Source: an optimization exercise on an open RTL-to-GDS flow (aim: small area, a short achievable clock period and few clock cycles). Production flows keep margins and buffers that such runs may drop. The RTL was checked by simulation tests, not by an equivalence proof against the original design. Power and IR drop assume default switching activity.

## flow/design.v

```verilog
`default_nettype none
package sdf_pkg;
   localparam int MAX_DISTINCT_DEF = 256;
   localparam int VALUE_W          = 32;
   localparam int COUNT_OUT_W      = 9;
   typedef struct packed {
      logic rd_en;
      logic wr_en;
   } mem_ctl_type;
endpackage
`default_nettype wire
`default_nettype none
module sdf_table #(
   parameter int DEPTH = sdf_pkg::MAX_DISTINCT_DEF,
   parameter int NGRP  = 64,
   parameter int NTAIL = 4
) (
   input  wire                             clock,
   input  wire                             clr,        
   input  wire                             ins,        
   input  wire [sdf_pkg::VALUE_W-1:0]      ins_data,
   input  wire [sdf_pkg::VALUE_W-1:0]      query,
   input  wire [sdf_pkg::VALUE_W-1:0]      query_n,    
   output logic [NGRP-1:0]                 grp_hit,    
   output logic [NTAIL-1:0]                tail_free   
);
   localparam int GS = DEPTH / NGRP;
   localparam logic [DEPTH-1:0] INV = {(DEPTH/2){2'b10}};
   logic [DEPTH-1:0][sdf_pkg::VALUE_W-1:0] ring;
   logic [DEPTH-1:0]                       vst;    
   logic [DEPTH-1:0]                       vld;
   logic [DEPTH-1:0]                       match;
   assign vld = vst ^ INV;
   always_ff @(posedge clock) begin
      ring <= {ring[DEPTH-2:0], (ins ? ins_data : ring[DEPTH-1])};
      vst  <= ({vld[DEPTH-2:0], (ins | vld[DEPTH-1])} & {DEPTH{!clr}}) ^ INV;
   end
   always_comb begin
      for (int p = 0; p < DEPTH; p++) begin
         if (p < DEPTH / 2) match[p] = vld[p] && (ring[p] == query);
         else               match[p] = vld[p] && ((ring[p] ^ query_n) == '1);
      end
      for (int g = 0; g < NGRP; g++) begin
         grp_hit[g] = |match[g*GS +: GS];
      end
      for (int k = 0; k < NTAIL; k++) begin
         tail_free[k] = !vld[DEPTH-1-k];
      end
   end
endmodule
`default_nettype wire
`default_nettype none
module sdf_search #(
   parameter int MAX_DISTINCT = sdf_pkg::MAX_DISTINCT_DEF,
   parameter int CW           = $clog2(MAX_DISTINCT + 1),
   parameter int NGRP         = 64,
   parameter int QD           = 2        
) (
   input  wire                                clock,
   input  wire                                reset,
   input  wire                                start,
   input  wire signed [sdf_pkg::VALUE_W-1:0]  req_value,
   input  wire                                req_first_of_job,
   output logic                               busy,
   output logic                               tab_clr,
   output logic                               tab_ins,
   output logic [sdf_pkg::VALUE_W-1:0]        tab_ins_data,
   output logic [sdf_pkg::VALUE_W-1:0]        tab_query,
   output logic [sdf_pkg::VALUE_W-1:0]        tab_query_n,
   input  wire  [NGRP-1:0]                    tab_grp_hit,
   input  wire  [3:0]                         tab_tail_free,
   output logic                               rsp_valid,
   output logic signed [sdf_pkg::VALUE_W-1:0] rsp_echo_value,
   output logic                               rsp_is_new,
   output logic [sdf_pkg::COUNT_OUT_W-1:0]    rsp_distinct_count,
   output logic                               rsp_overflow
);
   logic                          busy_ff;
   logic                          take;
   logic                          s_vld;
   logic [sdf_pkg::VALUE_W-1:0]   s_val;
   logic [sdf_pkg::VALUE_W-1:0]   s_val_n;   
   logic                          s_fj;
   logic                          m_vld;
   logic [sdf_pkg::VALUE_W-1:0]   m_val;
   logic                          m_fj;
   logic [NGRP-1:0]               m_grp;
   logic                          m_pend;
   logic                          m_eqp;     
   logic                          o_vld;
   logic [sdf_pkg::VALUE_W-1:0]   o_val;
   logic                          o_fj;
   logic                          o_ins;
   logic                          o_new;
   logic [sdf_pkg::COUNT_OUT_W-1:0] o_cnt;
   logic                          o_ovf;
   logic [QD-1:0]                        pq_vld;
   logic [QD-1:0][sdf_pkg::VALUE_W-1:0]  pq_val;
   logic [QD-1:0]                        pq_pop;    
   logic [QD-1:0]                        pq_push;   
   logic [sdf_pkg::VALUE_W-1:0]          pq_head;
   logic                                 pq_any;
   logic                                 o_pend;
   logic                                 s_pend;
   logic [CW-1:0]   count_ff;
   logic [CW-1:0]   count_p1;   
   logic [CW-1:0]   count_p2;   
   logic            hit;
   logic            full;
   logic            add;
   logic [CW-1:0]   count_nx;
   logic            clr;
   logic            tclr_ff;   
   assign take = start && !busy_ff && !reset;
   assign clr  = m_vld && m_fj;
   assign o_pend = o_vld && o_ins;
   always_comb begin
      s_pend = o_pend && (o_val == s_val);
      for (int k = 0; k < QD; k++) s_pend = s_pend || (pq_vld[k] && (pq_val[k] == s_val));
   end
   assign hit      = !m_fj && ((!(o_vld && o_fj) && ((|m_grp) || m_pend)) ||
                               (o_pend && m_eqp));
   assign full     = !m_fj && (count_ff == CW'(MAX_DISTINCT));
   assign add      = m_vld && !hit && !full;
   always_comb begin
      if (m_fj) count_nx = CW'(add);
      else      count_nx = add ? count_p1 : count_ff;
   end
   always_comb begin
      pq_any  = |pq_vld;
      pq_pop  = '0;
      pq_head = pq_val[0];
      for (int k = QD - 1; k >= 0; k--) begin
         if (pq_vld[k]) begin
            pq_pop  = QD'(1) << k;
            pq_head = pq_val[k];
         end
      end
      tab_ins = tab_tail_free[0] && (pq_any || o_pend);
      if (!tab_tail_free[0]) pq_pop = '0;
      pq_push = '0;
      for (int k = QD - 1; k >= 0; k--) begin
         if (!pq_vld[k] || pq_pop[k]) pq_push = QD'(1) << k;
      end
      if (!(o_pend && (pq_any || !tab_tail_free[0]))) pq_push = '0;
   end
   assign tab_clr      = tclr_ff;
   assign tab_ins_data = pq_any ? pq_head : o_val;
   assign tab_query    = s_val;
   assign tab_query_n  = s_val_n;
   localparam int WT = QD + 4;
   logic [WT-1:0] wq;
   logic [3:0]    wp;
   always_comb begin
      wp = {take, s_vld, m_vld, o_pend};
      wq = '0;
      for (int k = 0; k < QD; k++) if (pq_vld[k]) wq = {wq[WT-2:0], 1'b1};
      for (int k = 0; k < 4; k++) begin
         if (wp[k] && !tab_tail_free[k])       wq = {wq[WT-2:0], 1'b1};
         else if (!wp[k] && tab_tail_free[k])  wq = {1'b0, wq[WT-1:1]};
      end
   end
   always_ff @(posedge clock) begin
      tclr_ff <= reset || (s_vld && s_fj);
      s_val  <= req_value;
      s_val_n <= ~req_value;
      s_fj   <= req_first_of_job;
      m_val  <= s_val;
      m_fj   <= s_fj;
      m_grp  <= tab_grp_hit;
      m_pend <= s_pend;
      m_eqp  <= (s_val == m_val);
      o_val  <= m_val;
      o_fj   <= m_fj;
      o_ins  <= add;
      o_new  <= !hit;
      o_cnt  <= sdf_pkg::COUNT_OUT_W'(count_nx);
      o_ovf  <= !hit && full;
      for (int k = 0; k < QD; k++) begin
         if (pq_push[k]) pq_val[k] <= o_val;
      end
   end
   always_ff @(posedge clock) begin
      if (reset) begin
         s_vld    <= 1'b0;
         m_vld    <= 1'b0;
         o_vld    <= 1'b0;
         count_ff <= '0;
         count_p1 <= CW'(1);
         count_p2 <= CW'(2);
         pq_vld   <= '0;
         busy_ff  <= 1'b0;
      end else begin
         s_vld    <= take;
         m_vld    <= s_vld;
         o_vld    <= m_vld;
         if (m_vld) begin
            count_ff <= count_nx;
            if (m_fj) begin
               count_p1 <= add ? CW'(2) : CW'(1);
               count_p2 <= add ? CW'(3) : CW'(2);
            end else if (add) begin
               count_p1 <= count_p2;
               count_p2 <= count_p2 + CW'(1);
            end
         end
         if (clr) pq_vld <= '0;
         else     pq_vld <= (pq_vld & ~pq_pop) | pq_push;
         busy_ff  <= wq[QD-1];
      end
   end
   assign busy               = busy_ff;
   assign rsp_valid          = o_vld;
   assign rsp_echo_value     = o_val;
   assign rsp_is_new         = o_new;
   assign rsp_distinct_count = o_cnt;
   assign rsp_overflow       = o_ovf;
endmodule
`default_nettype wire
`default_nettype none
module stream_distinct_filter #(
   parameter int MAX_DISTINCT = sdf_pkg::MAX_DISTINCT_DEF
) (
   input  wire                                clock,
   input  wire                                reset,
   input  wire                                start,
   output logic                               busy,
   input  wire signed [sdf_pkg::VALUE_W-1:0]  req_value,
   input  wire                                req_first_of_job,
   output logic                               rsp_valid,
   output logic signed [sdf_pkg::VALUE_W-1:0] rsp_echo_value,
   output logic                               rsp_is_new,
   output logic [sdf_pkg::COUNT_OUT_W-1:0]    rsp_distinct_count,
   output logic                               rsp_overflow
);
   logic                         tab_clr;
   logic                         tab_ins;
   logic [sdf_pkg::VALUE_W-1:0]  tab_ins_data;
   logic [sdf_pkg::VALUE_W-1:0]  tab_query;
   logic [sdf_pkg::VALUE_W-1:0]  tab_query_n;
   logic [63:0]                  tab_grp_hit;
   logic [3:0]                   tab_tail_free;
   sdf_search #(
      .MAX_DISTINCT (MAX_DISTINCT)
   ) u_search (
      .clock              (clock),
      .reset              (reset),
      .start              (start),
      .req_value          (req_value),
      .req_first_of_job   (req_first_of_job),
      .busy               (busy),
      .tab_clr            (tab_clr),
      .tab_ins            (tab_ins),
      .tab_ins_data       (tab_ins_data),
      .tab_query          (tab_query),
      .tab_query_n        (tab_query_n),
      .tab_grp_hit        (tab_grp_hit),
      .tab_tail_free      (tab_tail_free),
      .rsp_valid          (rsp_valid),
      .rsp_echo_value     (rsp_echo_value),
      .rsp_is_new         (rsp_is_new),
      .rsp_distinct_count (rsp_distinct_count),
      .rsp_overflow       (rsp_overflow)
   );
   sdf_table #(
      .DEPTH (MAX_DISTINCT)
   ) u_table (
      .clock     (clock),
      .clr       (tab_clr),
      .ins       (tab_ins),
      .ins_data  (tab_ins_data),
      .query     (tab_query),
      .query_n   (tab_query_n),
      .grp_hit   (tab_grp_hit),
      .tail_free (tab_tail_free)
   );
endmodule
`default_nettype wire
```

## flow/flow/run.sh

```bash
#!/bin/bash
set -euo pipefail
bash standard.sh SETUP_SLACK_MARGIN=6.6 "BUFFER_PORTS_ARGS=-buffer_cell sky130_fd_sc_hd__buf_2" finish > standard_flow.log 2>&1
```

## flow/standard.sh

```bash
#!/bin/bash
# synth_recipe.tcl (not shown) runs the flow's synth.tcl, then flattens the netlist and writes it again
# the make line also repeats each setting of config.mk as NAME=value (left out here)
make -C /OpenROAD-flow-scripts/flow DESIGN_CONFIG=/design/flow/config.mk WORK_HOME=/design/flow/orfs CLKGATE_MAP_FILE= SYNTH_SCRIPT=/design/flow/synth_recipe.tcl "${@:-finish}"
```

## flow/config.mk

```make
export PLATFORM = sky130hd
export DESIGN_NAME = stream_distinct_filter
export DESIGN_NICKNAME = stream_distinct_filter
export VERILOG_FILES = /design/flow/design.v
export SDC_FILE = /design/flow/constraint.sdc
export NUM_CORES = 4
export LEC_CHECK = 0
export CAP_MARGIN = 20
export CORE_MARGIN = 2
export CORE_UTILIZATION = 70
export CTS_BUF_LIST = sky130_fd_sc_hd__clkbuf_16
export CTS_CLUSTER_DIAMETER = 80
export CTS_CLUSTER_SIZE = 25
export SLEW_MARGIN = 20
export TNS_END_PERCENT = 10
```

## flow/constraint.sdc

```tcl
create_clock -name core_clock -period 10.0 [get_ports {clock}]
set_input_delay 2.0000 -clock core_clock [delete_from_list [all_inputs] [get_ports {clock}]]
set_output_delay 2.0000 -clock core_clock [all_outputs]
set_load 0.01 [all_outputs]
```

==> run summary, run 1 <==
Die Span X 631.5 um; number of endpoints failing setup at the final stage 0; synth-to-layout area growth 5.849%; number of warnings reported in the yosys synthesis log 2; hold crit path type reg2reg; Cell Area, Placed 279800 sq um; unrepaired setup endpoints after global routing yes; row count 230; initial core utilization 70.27%; Pwr Density 191.8 nW/um^2; count of distinct cell types in the synthesized netlist 66; crit-path max cell delay 0.89 ns; DRC violation total after the first TritonRoute iteration 15722; nets in the synthesized netlist 21759; Clock Latency Late Sink 1.03 ns; clock slew seen by the registers of the worst setup and hold paths 0.10 ns; clock tree from TritonCTS yes; most frequent cells in the layout sky130_fd_sc_hd__dfxtp_1 (8591), sky130_fd_sc_hd__xnor2_1 (4627), sky130_fd_sc_hd__xor2_1 (3636); pre-CTS setup slack 5.397 ns; VDD IR max 0.1870 mV; proportion of register bits with asynchronous set or reset after synthesis 0%; Critical Path, Cell by Cell buf_6 -> inv_1 -> o2111ai_1 -> a2111oi_0 -> nand4_1 -> nand4_1; die height 631.5 um; Final Hold Violating Endpoints 0; mean cell area of the mapped netlist 12.69 sq um; Post-synth EDFFs 64; commonest non-fill, non-tap cell in the layout sky130_fd_sc_hd__dfxtp_1; per-cell routed wire length 29.40 um; first-pass GRT wire length 1105 mm; # clock sinks 8755; largest net degree at the start of global routing 89; H-tree levels 5; total detailed-routing wirelength 787.6 mm; status timing/DRC/antenna clean; Post-DRT Antenna Nets 0; simple logic cell fraction of the synthesized area 7.207%; standard cell with the maximum stage delay on the critical path sky130_fd_sc_hd__dfxtp_4; P_leak 107.7 nW; crit-path max FO 31; number of vias in the routed layout 156844; register bit total from synthesis 8755; via density per instance 5.855; Maximum Capacitance Violations 0; xor and xnor fraction of the mapped netlist area 26.26%; Period Utilization, post-route 36.84%; DRC violations left 0; setup TNS 0 ns; Core ar. 392200 sq um; arithmetic-cell share of the synthesized area counting full adders, half adders and majority gates 0.008171%; buffer type at the clock tree root sky130_fd_sc_hd__clkbuf_16; number of nets in the finished design 21514; post-synthesis sequential area ratio 63.82%; main combinational cell family by area after synthesis XOR/XNOR gates; type of destination of the critical path flop; core occupancy in the finished layout 74.38%; cells after synthesis 21722; Tmin final 3.684 ns; cell count after placement 26240; number of non-filler instances in the completed layout 26788; most repeated library cell on the critical path sky130_fd_sc_hd__nand4_1; final non-filler cell area 291800 sq um; smallest setup slack after layout 6.316 ns; worst slew pin tran 1.154 ns; Arrival @ worst endpoint 4.36 ns; overall fraction of global-route tracks in use 37.83%; share of cells above drive strength 1 4.159%; critical path type reg2reg; gr ovfl total 0; number of port buffers 80; Placer Congestion 0.9568; final setup skew 0.04582 ns; CTS buffer count 388; die area 398800 sq um; number of top-level design ports 81; Max Freq 271.4 MHz; antenna violations before repair 34; first-pass detailed-route iteration total 6; predominant post-synthesis flop cell sky130_fd_sc_hd__dfxtp_1; maximum count of clock buffers along a single path 4; post-DP HPWL 526.0 mm; Critical Path Start Type flop; fraction of the mapped netlist area in compound gates 0.6110%; Req. time, crit path 10.68 ns; number of max-slew violations in the final report 0; multiplexer share of the synthesized area 0.1162%; worst slew margin relative to its limit 23.06%; area of the mapped netlist 275600 sq um; vias in the first global route 158761
-- timing repair --
item,CTS,global route
resized for setup,118,121
gates cloned,0,5
hold buffers,0,0
pin swaps,4,0
setup buffers,3,59
setup endpoints to repair,135,138
-- metrics by stage --
step | total power [W] | hold slack [ns]
2_1_floorplan | 0.03798 | 0.3258
3_3_place_gp | 0.03891 | 0.3420
3_5_place_dp | 0.03894 | 0.3377
4_1_cts | 0.05582 | 0.3445
5_1_grt | 0.05734 | 0.3497
6_report | 0.05595 | 0.3401
-- cells by family (layout without fill, tap and decap cells) --
| family | count (synthesis) | in the layout |
|---|---|---|
| other | 0 | 24 |
| XOR/XNOR | 8263 | 8263 |
| adder cells (fa/ha/maj) | 2 | 2 |
| AO/OA/AOI/OAI | 260 | 260 |
| flip-flops | 8755 | 8755 |
| AND/OR/NAND/NOR | 3349 | 3349 |
| buffers and inverters | 1061 | 883 |
| multiplexers | 32 | 32 |
-- worst paths after layout --
check,from,endpoint,depth (start not counted),slack [ns]
min,u_table.ring[3809],u_table.ring[3841],0,0.34
max reg2reg,u_search.s_val[21],u_search.m_grp[14],6,6.32
min reg2reg,u_table.ring[3809],u_table.ring[3841],0,0.34
max,u_search.s_val[21],u_search.m_grp[14],6,6.32
-- where the power goes --
part	internal (W)	switching (W)	leakage, nW
clock	0.00718	0.0105	5.22
sequential	0.0349	0.000251	70.6
combinational	0.00115	0.00199	31.8
-- per-layer routing --
layer	track usage (%)	vias to the layer above	wire length, um
li1	-	70419	-
met1	52.48	78187	338900
met2	59.80	6737	352000
met3	5.060	1495	57190
met4	16.15	6	39430
met5	0	-	35
-- final cells by class --
type | instances | area [sq um]
Timing Repair Buffer | 370 | 4083
Sequential cell | 8755 | 176300
Fill cell | 26664 | 100500
Clock buffer | 399 | 9985
Inverter | 56 | 212.7
Antenna cell | 24 | 60.06
Multi-Input combinational cell | 11906 | 94350
Tap cell | 5220 | 6531
Clock inverter | 58 | 269.0
-- cell usage after synthesis, types with 3 or more instances --
library cell	instances	area, sq um
sky130_fd_sc_hd__nor3b_1	3	22.52
sky130_fd_sc_hd__a222oi_1	4	40.04
sky130_fd_sc_hd__a31oi_1	6	37.54
sky130_fd_sc_hd__o2111ai_1	9	78.83
sky130_fd_sc_hd__nor4_1	1337	8364
sky130_fd_sc_hd__mux2i_1	32	320.3
sky130_fd_sc_hd__a21oi_1	89	445.4
sky130_fd_sc_hd__a2111oi_0	11	96.34
sky130_fd_sc_hd__nor2_1	218	818.3
sky130_fd_sc_hd__a211oi_1	5	37.54
sky130_fd_sc_hd__inv_1	55	206.5
sky130_fd_sc_hd__buf_4	137	1028
sky130_fd_sc_hd__o21ai_0	54	270.3
sky130_fd_sc_hd__o311ai_0	14	122.6
sky130_fd_sc_hd__buf_1	30	112.6
sky130_fd_sc_hd__and2_1	4	25.02
sky130_fd_sc_hd__nand3b_1	7	52.55
sky130_fd_sc_hd__dfxtp_1	8691	174000
sky130_fd_sc_hd__o211ai_1	4	30.03
sky130_fd_sc_hd__a41oi_1	18	157.7
sky130_fd_sc_hd__o22ai_1	15	93.84
sky130_fd_sc_hd__nand4_1	1176	7357
sky130_fd_sc_hd__nand2_1	85	319.1
sky130_fd_sc_hd__edfxtp_1	64	1922
sky130_fd_sc_hd__xnor2_1	4627	40530
sky130_fd_sc_hd__nand3_1	185	925.9
sky130_fd_sc_hd__nand2b_1	130	813.3
sky130_fd_sc_hd__nor3_1	159	795.8
sky130_fd_sc_hd__or4_1	33	247.7
sky130_fd_sc_hd__buf_2	768	3844
sky130_fd_sc_hd__a221oi_1	5	43.79
sky130_fd_sc_hd__a22oi_1	3	22.52
sky130_fd_sc_hd__clkbuf_1	69	259.0
sky130_fd_sc_hd__xor2_1	3636	31850
-- critical path, delay by kind of cell (launching register included) --
family | cells | cell delay, ns
compound gates | 2 | 0.45
buf+inv | 2 | 1.08
simple gates | 2 | 0.70
flops | 1 | 0.89
-- flip-flops by register name (all words and copies together) (netlist names), 32 cells and up --
register and cells:
u_search.s_val 32, u_search.pq_val 64, u_search.s_val_n 32, u_search.o_val 32
u_table.vst 256, u_table.ring 8192, u_search.m_val 32, u_search.m_grp 64
Testbench counts, summed over its fixed seeds: cycles 14,489.
==> inputs of run 2 (changes only) <==
--- a/flow/design.v
+++ b/flow/design.v
@@ -13,5 +13,5 @@
 module sdf_table #(
    parameter int DEPTH = sdf_pkg::MAX_DISTINCT_DEF,
-   parameter int NGRP  = 64,
+   parameter int NGRP  = 256,
    parameter int NTAIL = 4
 ) (
@@ -54,5 +54,5 @@
    parameter int MAX_DISTINCT = sdf_pkg::MAX_DISTINCT_DEF,
    parameter int CW           = $clog2(MAX_DISTINCT + 1),
-   parameter int NGRP         = 64,
+   parameter int NGRP         = 256,
    parameter int QD           = 2        
 ) (
@@ -239,5 +239,5 @@
    logic [sdf_pkg::VALUE_W-1:0]  tab_query;
    logic [sdf_pkg::VALUE_W-1:0]  tab_query_n;
-   logic [63:0]                  tab_grp_hit;
+   logic [255:0]                 tab_grp_hit;
    logic [3:0]                   tab_tail_free;
    sdf_search #(
==> run 2 against run 1 <==
Flip-flop and latch count up 192. First-iteration DRC count down 8.2%. Critical path depth up 3. Largest cell class unchanged. Die area up 1.6%. Still clean on timing, DRC and antenna.
==> run summary, run 2 <==
status timing/DRC/antenna clean; hold crit path type reg2reg; crit-path max FO 20; maximum count of clock buffers along a single path 4; type of destination of the critical path flop; number of hold-repair buffers added at the cts stage 0; worst slew pin tran 1.170 ns; smallest setup slack after layout 6.338 ns; worst slew margin relative to its limit 21.34%; DRC violations left 0; die area 405200 sq um; overall fraction of global-route tracks in use 37.54%; Tmin final 3.662 ns; largest net degree at the start of global routing 75; WP buf/inv 2; synth-to-layout area growth 6.169%; Period Utilization, post-route 36.62%; source of the worst register-to-register timing path u_search.m_grp[40]; clock slew seen by the registers of the worst setup and hold paths 0.10 ns; Arrival @ worst endpoint 4.60 ns; pre-CTS setup slack 4.883 ns; buffer type at the clock tree root sky130_fd_sc_hd__clkbuf_16; number of non-filler instances in the completed layout 27163; crit-path max cell delay 0.76 ns; sequential cell area 180100 sq um; max FFs per register 8192; number of endpoints failing setup at the final stage 0; first-pass detailed-route iteration total 6; Critical Path, Cell by Cell nor4_1 -> nand4_1 -> nor4_4 -> nand3_1 -> o21a_4 -> inv_4 -> bufbuf_16 -> nand3b_1 -> a21oi_1; top cell type by total area after synthesis sky130_fd_sc_hd__dfxtp_1; total area of multi-input combinational cells 94690 sq um; number of vias in the routed layout 157392; number of max-slew violations in the final report 0; commonest non-fill, non-tap cell in the layout sky130_fd_sc_hd__dfxtp_1; P_leak 112.1 nW; antenna violations before repair 26; unrepaired setup endpoints after global routing yes; post-synthesis sequential area ratio 64.18%; post-DP HPWL 539.5 mm; largest register by flop count u_table.ring; final setup skew 0.03238 ns; Critical Path Start Type flop; per-cell routed wire length 29.04 um; VDD IR max 0.1780 mV; Clock Latency Late Sink 1.02 ns; Post-synth EDFFs 64; number of top-level design ports 81; hold worst-path end u_table.ring[7281]; number of port buffers 80; DRC violation total after the first TritonRoute iteration 14439; gr ovfl total 0; Core ar. 398800 sq um; count of distinct cell types in the synthesized netlist 57; fill cell instance count of the final layout 26988; cell family with the largest share of critical-path delay simple AND/OR/NAND/NOR gates; share of cells above drive strength 1 5.034%; number of warnings reported in the yosys synthesis log 2; Die Span X 636.5 um; cell count after placement 26573; top flop regs u_table.ring (8192), u_search.m_grp (256), u_table.vst (256); proportion of register bits with asynchronous set or reset after synthesis 0%; clock tree from TritonCTS yes; register-to-register path setup slack 6.34 ns; reg2reg path depth 9; Req. time, crit path 10.94 ns; total chip power 0.05714 W; critical path type reg2reg; # clock sinks 8947; setup TNS 0 ns; cell depth of the worst hold path 0; via density per instance 5.794; total detailed-routing wirelength 788.9 mm; min-delay src u_table.ring[7249]; H-tree levels 5; Pwr Density 192.1 nW/um^2; CTS buffer count 395; mean cell area of the mapped netlist 12.78 sq um; register bit total from synthesis 8947; initial core utilization 70.22%; vias in the first global route 161266; cells after synthesis 21921; most area-consuming cells after synthesis sky130_fd_sc_hd__dfxtp_1 (63%), sky130_fd_sc_hd__xor2_1 (13%), sky130_fd_sc_hd__xnor2_1 (13%); most numerous cell in the Yosys netlist sky130_fd_sc_hd__dfxtp_1; row count 232; Placer Congestion 0.9109; area share of the largest cell type after synthesis 63.49%; Post-DRT Antenna Nets 0; most common library cells after synthesis sky130_fd_sc_hd__dfxtp_1 (8883), sky130_fd_sc_hd__xor2_1 (4148), sky130_fd_sc_hd__xnor2_1 (4103); Final Hold Violating Endpoints 0; Maximum Capacitance Violations 0; area of the mapped netlist 280100 sq um; first-pass GRT wire length 1118 mm; nets in the synthesized netlist 21958; number of nets in the finished design 21872; standard cell with the maximum stage delay on the critical path sky130_fd_sc_hd__nor4_1; predominant post-synthesis flop cell sky130_fd_sc_hd__dfxtp_1; most frequent cells in the layout sky130_fd_sc_hd__dfxtp_1 (8780), sky130_fd_sc_hd__xor2_1 (4148), sky130_fd_sc_hd__xnor2_1 (4103); capture point of the worst reg-to-reg path u_search.count_p1[3]; die height 636.5 um; Max Freq 273.1 MHz
## run 2: changes by cell type after synthesis, moves of 35 or more
| cell | previous run | this run |
|---|---|---|
| sky130_fd_sc_hd__buf_2 | 768 | 653 |
| sky130_fd_sc_hd__buf_4 | 137 | 222 |
| sky130_fd_sc_hd__buf_6 | 1 | 36 |
| sky130_fd_sc_hd__dfxtp_1 | 8691 | 8883 |
| sky130_fd_sc_hd__nand3_1 | 185 | 266 |
| sky130_fd_sc_hd__nand4_1 | 1176 | 1409 |
| sky130_fd_sc_hd__nor3_1 | 159 | 33 |
| sky130_fd_sc_hd__nor4_1 | 1337 | 1117 |
| sky130_fd_sc_hd__or4_1 | 33 | 112 |
| sky130_fd_sc_hd__xnor2_1 | 4627 | 4103 |
| sky130_fd_sc_hd__xor2_1 | 3636 | 4148 |
## run 2: cells by family (layout without fill, tap and decap cells)
family	Yosys count	after routing	synth area share [%]
buffers and inverters	1075	1043	2.151
and+or+nand+nor	3388	3388	7.250
muxes	38	38	0.1358
adders and majority gates	1	1	0.004467
DFF	8947	8947	64.18
AOI/OAI and AO/OA	221	222	0.4780
other	0	8	0
xor gates and xnor gates	8251	8251	25.80
## run 2: how the worst max path moves through the flow
stage          slack [ns]            startpoint              endpoint  cells after the start
2_1_floorplan        6.64    u_search.pq_vld[0]    u_search.pq_val[0]                      3
6_report             6.34    u_search.m_grp[40]  u_search.count_p1[3]                      9
3_5_place_dp         4.88   u_search.m_grp[194]  u_search.count_p2[6]                      9
3_3_place_gp         4.67    u_search.m_grp[64]  u_search.count_p2[6]                      9
4_1_cts              6.42  u_search.s_val_n[23]   u_search.m_grp[235]                      7
5_1_grt              6.42   u_search.s_val_n[3]   u_search.m_grp[131]                      8
## run 2: layer usage
metal | up-vias | part of all wire [%] | track usage (%)
met5 | - | 0.013 | 0
met4 | 14 | 4.9 | 15.95
met3 | 1647 | 5.9 | 4.239
met2 | 5863 | 48 | 63.89
met1 | 78650 | 41 | 48.69
li1 | 71218 | - | -
## run 2: area by class of cell
| type | instances | share of cell area (%) |
|---|---|---|
| multi-input combinational | 11900 | 31.84 |
| clock inverter | 39 | 0.05933 |
| tap | 5265 | 2.215 |
| timing repair buffer | 529 | 1.744 |
| inverter | 62 | 0.07911 |
| sequential | 8947 | 60.58 |
| clock buffer | 413 | 3.476 |
| antenna | 8 | 0.006732 |
## run 2: timing repair
action	4_1_cts	5_1_grt
resized for setup	135	89
cloned	3	3
endpoints found under the setup margin	201	189
setup buffers	44	80
pin swaps	9	0
## run 2: metrics by stage
step	area (sq um)	utilization [%]	hold slack, ns
after global placement	284700	71.38	0.3393
after CTS	296200	74.26	0.3486
final	297400	74.55	0.3489
after detailed placement	284700	71.39	0.3424
after global routing	297300	74.55	0.3532
after floorplan	280100	-	0.3258
## run 2: report_power, final
part	leakage, nW	switching (W)	internal (W)	total (W)
combinational	34.6	0.00200	0.00117	0.00317
clock	5.30	0.0107	0.00739	0.0181
sequential	72.2	0.000213	0.0357	0.0359
Testbench counts of run 2, summed over its fixed seeds: cycles 14,489.
==> inputs of run 3 (changes only) <==
--- a/flow/design.v
+++ b/flow/design.v
@@ -13,5 +13,5 @@
 module sdf_table #(
    parameter int DEPTH = sdf_pkg::MAX_DISTINCT_DEF,
-   parameter int NGRP  = 256,
+   parameter int NGRP  = 32,
    parameter int NTAIL = 4
 ) (
@@ -54,5 +54,5 @@
    parameter int MAX_DISTINCT = sdf_pkg::MAX_DISTINCT_DEF,
    parameter int CW           = $clog2(MAX_DISTINCT + 1),
-   parameter int NGRP         = 256,
+   parameter int NGRP         = 32,
    parameter int QD           = 2        
 ) (
@@ -239,5 +239,5 @@
    logic [sdf_pkg::VALUE_W-1:0]  tab_query;
    logic [sdf_pkg::VALUE_W-1:0]  tab_query_n;
-   logic [255:0]                 tab_grp_hit;
+   logic [31:0]                  tab_grp_hit;
    logic [3:0]                   tab_tail_free;
    sdf_search #(
==> flow/flow/run.sh (replaced) <==
#!/bin/bash
set -euo pipefail
bash standard.sh SETUP_SLACK_MARGIN=6.55 "BUFFER_PORTS_ARGS=-buffer_cell sky130_fd_sc_hd__buf_2" finish > standard_flow.log 2>&1
--- a/flow/config.mk
+++ b/flow/config.mk
@@ -10,6 +10,6 @@
 export CORE_UTILIZATION = 70
 export CTS_BUF_LIST = sky130_fd_sc_hd__clkbuf_16
-export CTS_CLUSTER_DIAMETER = 80
-export CTS_CLUSTER_SIZE = 25
+export CTS_CLUSTER_DIAMETER = 90
+export CTS_CLUSTER_SIZE = 28
 export SLEW_MARGIN = 20
 export TNS_END_PERCENT = 10
==> run 3 against run 2 <==
Clock skew increased by 0.0066 ns. Still clean on timing, DRC and antenna. Cell area decreased by 1.8%. First-iteration DRC count is 14% higher. Sequential power fell by 3%. Highest routed layer unchanged.
==> run summary, run 3 <==
status timing/DRC/antenna clean; cell count after placement 26231; via density per instance 5.899; initial core utilization 70.42%; area of the mapped netlist 276800 sq um; register bit total from synthesis 8723; synth-to-layout area growth 5.538%; Critical Path Start Type flop; hold crit path type reg2reg; Tmin final 3.681 ns; mean cell area of the mapped netlist 12.77 sq um; Arrival @ worst endpoint 4.62 ns; per-cell routed wire length 29.77 um; most area-consuming cells after synthesis sky130_fd_sc_hd__dfxtp_1 (63%), sky130_fd_sc_hd__xor2_1 (14%), sky130_fd_sc_hd__xnor2_1 (12%); proportion of register bits with asynchronous set or reset after synthesis 0%; Core ar. 393100 sq um; vias in the first global route 158436; Post-DRT Antenna Nets 0; max FFs per register 8192; critical path type reg2reg; nets in the synthesized netlist 21718; crit-path max FO 55; antenna violations before repair 27; post-synthesis sequential area ratio 63.32%; most common library cells after synthesis sky130_fd_sc_hd__dfxtp_1 (8659), sky130_fd_sc_hd__xor2_1 (4298), sky130_fd_sc_hd__xnor2_1 (3945); count of distinct cell types in the synthesized netlist 64; worst slew margin relative to its limit 25.57%; area share of the largest cell type after synthesis 62.62%; most frequent cells in the layout sky130_fd_sc_hd__dfxtp_1 (8559), sky130_fd_sc_hd__xor2_1 (4298), sky130_fd_sc_hd__xnor2_1 (3945); cells after synthesis 21681; critical path launch point u_search.s_val[14]; clock slew seen by the registers of the worst setup and hold paths 0.11 ns; share of cells above drive strength 1 4.717%; total detailed-routing wirelength 798.6 mm; DRC violations left 0; core occupancy in the finished layout 74.32%; die area 400500 sq um; H-tree levels 5; die height 632.8 um; worst slew pin tran 1.116 ns; setup TNS 0 ns; clock tree from TritonCTS yes; Die Span X 632.8 um; P_leak 110.7 nW; largest net degree at the start of global routing 117; post-DP HPWL 518.1 mm; Final Hold Violating Endpoints 0; top cell type by total area after synthesis sky130_fd_sc_hd__dfxtp_1; Clock Latency Late Sink 1.02 ns; Post-synth EDFFs 64; capture point of the worst reg-to-reg path u_search.m_grp[9]; number of nets in the finished design 21584; number of max-slew violations in the final report 0; CTS buffer count 350; final non-filler cell area 292100 sq um; most numerous cell in the Yosys netlist sky130_fd_sc_hd__dfxtp_1; buffer type at the clock tree root sky130_fd_sc_hd__clkbuf_16; number of top-level design ports 81; Cell Area, Placed 279500 sq um; source of the worst register-to-register timing path u_search.s_val[14]; maximum count of clock buffers along a single path 4; unrepaired setup endpoints after global routing yes; gr ovfl total 0; VDD IR max 0.1927 mV; number of port buffers 80; number of hold-repair buffers added at the cts stage 0; top flop regs u_table.ring (8192), u_table.vst (256), u_search.pq_val (64); overall fraction of global-route tracks in use 37.95%; Req. time, crit path 10.94 ns; number of non-filler instances in the completed layout 26830; type of destination of the critical path flop; final setup skew 0.03896 ns; first-pass detailed-route iteration total 7; largest register by flop count u_table.ring; register-to-register path setup slack 6.32 ns; Pwr Density 189.4 nW/um^2; reg2reg path depth 8; # clock sinks 8723; Period Utilization, post-route 36.81%; number of endpoints failing setup at the final stage 0; first-pass GRT wire length 1108 mm; number of vias in the routed layout 158274; number of warnings reported in the yosys synthesis log 2; Max Freq 271.6 MHz; DRC violation total after the first TritonRoute iteration 16525; Placer Congestion 0.9133; commonest non-fill, non-tap cell in the layout sky130_fd_sc_hd__dfxtp_1; row count 230; fill cell instance count of the final layout 26722; destination of the critical timing path u_search.m_grp[9]; Maximum Capacitance Violations 0; predominant post-synthesis flop cell sky130_fd_sc_hd__dfxtp_1
[run 3: cell count changes after synthesis, sizes merged, moves of 11 or more]
cell / change
nand4: -154
xnor2: -158
nor4: +138
nor2: +11
nand3: -97
or4: -62
a41oi: +25
o41ai: +18
dfxtp: -224
o22ai: +14
xor2: +150
nor3: +116
[run 3: worst max-delay path, cell delays in order (launching register included)]
cell and delay [ns]:
sky130_fd_sc_hd__dfxtp_4 0.36, sky130_fd_sc_hd__buf_12 0.43, sky130_fd_sc_hd__buf_6 0.52, sky130_fd_sc_hd__xor2_1 0.17
sky130_fd_sc_hd__nor4_1 0.42, sky130_fd_sc_hd__nand4_1 0.13, sky130_fd_sc_hd__or4_1 0.53, sky130_fd_sc_hd__nor4_2 0.53
sky130_fd_sc_hd__or4_1 0.22
[run 3: per-layer routing]
layer,up-vias,part of all wire [%],global-route usage (%)
li1,70489,-,-
met2,7184,45,60.64
met3,1716,7.8,5.255
met1,78873,42,52.18
met5,-,0.010,0
met4,12,4.8,15.50
[run 3: worst min path at each step]
stage / start / endpoint / slack [ns] / cells after the start
floorplan: u_search.s_val[0] / u_search.m_val[0] / 0.33 / 0
global placement: u_table.ring[2187] / u_table.ring[2219] / 0.33 / 0
detailed placement: u_table.ring[2187] / u_table.ring[2219] / 0.34 / 0
CTS: u_table.ring[2243] / u_table.ring[2275] / 0.35 / 0
global route: u_table.ring[2243] / u_table.ring[2275] / 0.34 / 0
finish: u_table.ring[4955] / u_table.ring[4987] / 0.34 / 0
[run 3: area by class of cell]
class,instances,area (sq um),share of cell area (%)
clock buffers,368,9209,3.152
multi-input cells,11887,94340,32.29
repair buffers,519,5909,2.023
clock inverters,42,261.5,0.08951
well taps,5220,6531,2.236
inverters,66,247.7,0.08480
diodes,5,12.51,0.004283
flip-flops and latches,8723,175600,60.12
[run 3: power by group]
part           internal, W  total [W]  switching [W]
registers           0.0348     0.0350       0.000201
clock network      0.00666     0.0170         0.0104
logic              0.00119    0.00328        0.00209
total               0.0427     0.0553         0.0127
[run 3: logic make-up (layout without fill, tap and decap cells)]
kind of cell | after synthesis | in the layout | share of synthesized area (%)
flops | 8723 | 8723 | 63.32
simple gates | 3321 | 3321 | 7.137
compound gates | 289 | 289 | 0.6857
other cells | 0 | 5 | 0
buf+inv | 1071 | 995 | 2.656
xor+xnor | 8243 | 8243 | 26.08
mux | 32 | 32 | 0.1157
fa+ha+maj | 2 | 2 | 0.008135
[run 3: timing repair]
action | 4_1_cts | 5_1_grt
endpoints found under the setup margin | 115 | 85
resized for setup | 153 | 103
pin swaps | 2 | 2
gates cloned | 2 | 15
hold endpoints to repair | 0 | 0
buffers inserted | 55 | 112
[run 3: stage by stage]
| step | setup WS [ns] | power, W | hold WS [ns] |
|---|---|---|---|
| global route | 6.377 | 0.05665 | 0.3380 |
| detailed placement | 5.520 | 0.03879 | 0.3421 |
| CTS | 6.400 | 0.05510 | 0.3484 |
| global placement | 5.571 | 0.03877 | 0.3348 |
| floorplan | 6.905 | 0.03795 | 0.3258 |
| finish | 6.319 | 0.05532 | 0.3434 |
Testbench counts of run 3, summed over its fixed seeds: cycles 14,489.
==> inputs of run 4 (changes only) <==
--- a/flow/design.v
+++ b/flow/design.v
@@ -13,5 +13,5 @@
 module sdf_table #(
    parameter int DEPTH = sdf_pkg::MAX_DISTINCT_DEF,
-   parameter int NGRP  = 32,
+   parameter int NGRP  = 64,
    parameter int NTAIL = 4
 ) (
@@ -54,5 +54,5 @@
    parameter int MAX_DISTINCT = sdf_pkg::MAX_DISTINCT_DEF,
    parameter int CW           = $clog2(MAX_DISTINCT + 1),
-   parameter int NGRP         = 32,
+   parameter int NGRP         = 64,
    parameter int QD           = 2        
 ) (
@@ -239,5 +239,5 @@
    logic [sdf_pkg::VALUE_W-1:0]  tab_query;
    logic [sdf_pkg::VALUE_W-1:0]  tab_query_n;
-   logic [31:0]                  tab_grp_hit;
+   logic [63:0]                  tab_grp_hit;
    logic [3:0]                   tab_tail_free;
    sdf_search #(
==> run 4 against run 3 <==
Highest routed layer unchanged. Clock power about the same. Global-route usage is 0.20 points lower. Largest cell class unchanged. Clock-buffer cell count shrank 9. Sequential share of layout area is 0.47 points higher.
==> run summary, run 4 <==
Placer Congestion 0.9568; Final Hold Violating Endpoints 0; crit-path max cell delay 0.47 ns; Clock Latency Late Sink 1.01 ns; Core ar. 392200 sq um; antenna violations before repair 33; fill cell instance count of the final layout 26706; combinational share of power 5.7%; pre-CTS setup slack 5.397 ns; number of non-filler instances in the completed layout 26756; number of nets in the finished design 21488; number of port buffers 80; maximum count of clock buffers along a single path 4; max FFs per register 8192; most area-consuming cells after synthesis sky130_fd_sc_hd__dfxtp_1 (63%), sky130_fd_sc_hd__xnor2_1 (15%), sky130_fd_sc_hd__xor2_1 (12%); Post-synth EDFFs 64; Post-DRT Antenna Nets 0; most frequent cells in the layout sky130_fd_sc_hd__dfxtp_1 (8590), sky130_fd_sc_hd__xnor2_1 (4627), sky130_fd_sc_hd__xor2_1 (3636); register bit total from synthesis 8755; overall fraction of global-route tracks in use 37.75%; die area 398800 sq um; predominant post-synthesis flop cell sky130_fd_sc_hd__dfxtp_1; crit-path max FO 5; share of cells above drive strength 1 4.057%; mean cell area of the mapped netlist 12.69 sq um; WP buf/inv 1; unrepaired setup endpoints after global routing yes; cell count after placement 26240; DRC violations left 0; number of vias in the routed layout 156997; gr ovfl total 0; H-tree levels 5; setup TNS 0 ns; number of max-slew violations in the final report 0; Tmin final 3.673 ns; top flop regs u_table.ring (8192), u_table.vst (256); final setup skew 0.03431 ns; status timing/DRC/antenna clean; # clock sinks 8755; CTS buffer count 350; largest net degree at the start of global routing 89; area of the mapped netlist 275600 sq um; largest register by flop count u_table.ring; share of total power in the clock network 30.6%; cells after synthesis 21722; Critical Path, Cell by Cell buf_12; clock tree from TritonCTS yes; clock slew seen by the registers of the worst setup and hold paths 0.11 ns; number of warnings reported in the yosys synthesis log 2; worst slew margin relative to its limit 20.75%; cell family with the largest share of critical-path delay flip-flops; Pwr Density 189.7 nW/um^2; standard cell with the maximum stage delay on the critical path sky130_fd_sc_hd__dfxtp_4; DRC violation total after the first TritonRoute iteration 15995; per-cell routed wire length 29.52 um; critical path type reg2out; sw power 0.01260 W; via density per instance 5.868; count of distinct cell types in the synthesized netlist 66; first-pass GRT wire length 1103 mm; Die Span X 631.5 um; Critical Path Start Type flop; buffer type at the clock tree root sky130_fd_sc_hd__clkbuf_16; nets in the synthesized netlist 21759; commonest non-fill, non-tap cell in the layout sky130_fd_sc_hd__dfxtp_1; switching part of the total power 22.83%; Req. time, crit path 8.00 ns; initial core utilization 70.27%; final worst hold slack 0.3403 ns; Maximum Capacitance Violations 0; top cell type by total area after synthesis sky130_fd_sc_hd__dfxtp_1; number of top-level design ports 81; most common library cells after synthesis sky130_fd_sc_hd__dfxtp_1 (8691), sky130_fd_sc_hd__xnor2_1 (4627), sky130_fd_sc_hd__xor2_1 (3636); worst slew pin tran 1.189 ns; first-pass detailed-route iteration total 6; Max Freq 272.3 MHz; row count 230; synth-to-layout area growth 5.551%; VDD IR max 0.1520 mV; most numerous cell in the Yosys netlist sky130_fd_sc_hd__dfxtp_1; cell internal power dissipation 0.04260 W; area share of the largest cell type after synthesis 63.12%; type of destination of the critical path output pin; P_leak 107.3 nW; post-synthesis sequential area ratio 63.82%; proportion of register bits with asynchronous set or reset after synthesis 0%; total detailed-routing wirelength 789.7 mm; hold crit path type reg2reg; smallest setup slack after layout 6.327 ns; number of endpoints failing setup at the final stage 0; post-DP HPWL 526.0 mm; Arrival @ worst endpoint 1.67 ns; die height 631.5 um; core occupancy in the finished layout 74.17%; vias in the first global route 158486; number of hold-repair buffers added at the cts stage 0; Period Utilization, post-route 36.73%; Flop pwr share 63.7%
-- run 4: logic make-up after synthesis --
group                    synth area share, %
adder cells (fa/ha/maj)             0.008170
AO/OA/AOI/OAI                         0.6110
AND/OR/NAND/NOR                        7.207
buffers and inverters                  1.983
XOR/XNOR                               26.26
multiplexers                          0.1162
flip-flops                             63.82
-- run 4: repair_timing --
item,4_1_cts,5_1_grt
endpoints found under the hold margin,0,0
pin swaps,3,1
setup endpoints to repair,130,125
cloned,0,6
resized for setup,126,104
buffers inserted,4,69
-- run 4: metrics by stage --
stage	total power (W)	area, sq um
after detailed placement	0.03894	279800
after floorplan	0.03798	275600
after global routing	0.05652	290900
after CTS	0.05499	289500
after global placement	0.03891	279800
final	0.05520	290900
-- run 4: layout make-up --
class / count / area (sq um) / area share (%)
Sequential cell: 8755 / 176300 / 60.59
Multi-Input combinational cell: 11906 / 94350 / 32.43
Clock buffer: 359 / 8984 / 3.088
Tap cell: 5220 / 6531 / 2.245
Timing Repair Buffer: 382 / 4254 / 1.462
Clock inverter: 61 / 291.5 / 0.1002
Inverter: 56 / 212.7 / 0.07311
Antenna cell: 17 / 42.54 / 0.01462
-- run 4: layer usage --
metal  global-route usage [%]  routed length (um)  part of all wire, %  up-vias
li1                         -                   -                    -    70325
met2                    59.38              352300                   45     6680
met4                    17.34               41590                  5.3       16
met5                        0                 107                0.014        -
met1                    52.29              338400                   43    78465
met3                    4.794               57310                  7.3     1511
-- run 4: path summary, 6_finish.rpt --
kind / to / startpoint / slack [ns] / depth (start not counted)
max: rsp_echo_value[14] / u_search.o_val[14] / 6.33 / 1
min: u_table.ring[6073] / u_table.ring[6041] / 0.34 / 0
max reg2reg: u_search.m_grp[30] / u_search.s_val[31] / 6.43 / 9
min reg2reg: u_table.ring[6073] / u_table.ring[6041] / 0.34 / 0
-- run 4: power groups by stage --
stage	Clock [W]	Combinational, W	Sequential [W]
CTS	0.0168	0.00297	0.0352
detailed placement	0	0.00293	0.0360
floorplan	0	0.00222	0.0358
global route	0.0180	0.00330	0.0352
finish	0.0169	0.00317	0.0352
global placement	0	0.00291	0.0360
Testbench counts of run 4, summed over its fixed seeds: cycles 14,489.

## static timing again, ports no longer ideal
Ports are ideal in the flow. The routed layouts listed here were re-timed in OpenROAD.
Step 1 assumes that a clkbuf_16 drives the clock port and a buf_2 every other input.
Step 2 times the ports against the registers' clock, not the clock port: input delays grow and output delays shrink by t, the midpoint of the rising clock arrivals with the driver on.
Three values: ideal, step 1, step 2; two values: the first two.
run	shift t [ns]	setup slack, ns	latest minus earliest clock arrival (ns)
run 1	1.136	6.316 / 6.195 / 6.316	0.050 / 0.050
run 2	1.124	6.338 / 6.338 / 6.289	0.039 / 0.038
run 3	1.119	6.319 / 6.319 / 6.225	0.042 / 0.041
run 4	1.115	6.327 / 6.214 / 6.320	0.046 / 0.045
After both steps setup and hold are still met in every run listed. The setup slack of run 3, which loses most, moves by 0.000 ns with the drivers and by -0.094 ns with both steps.
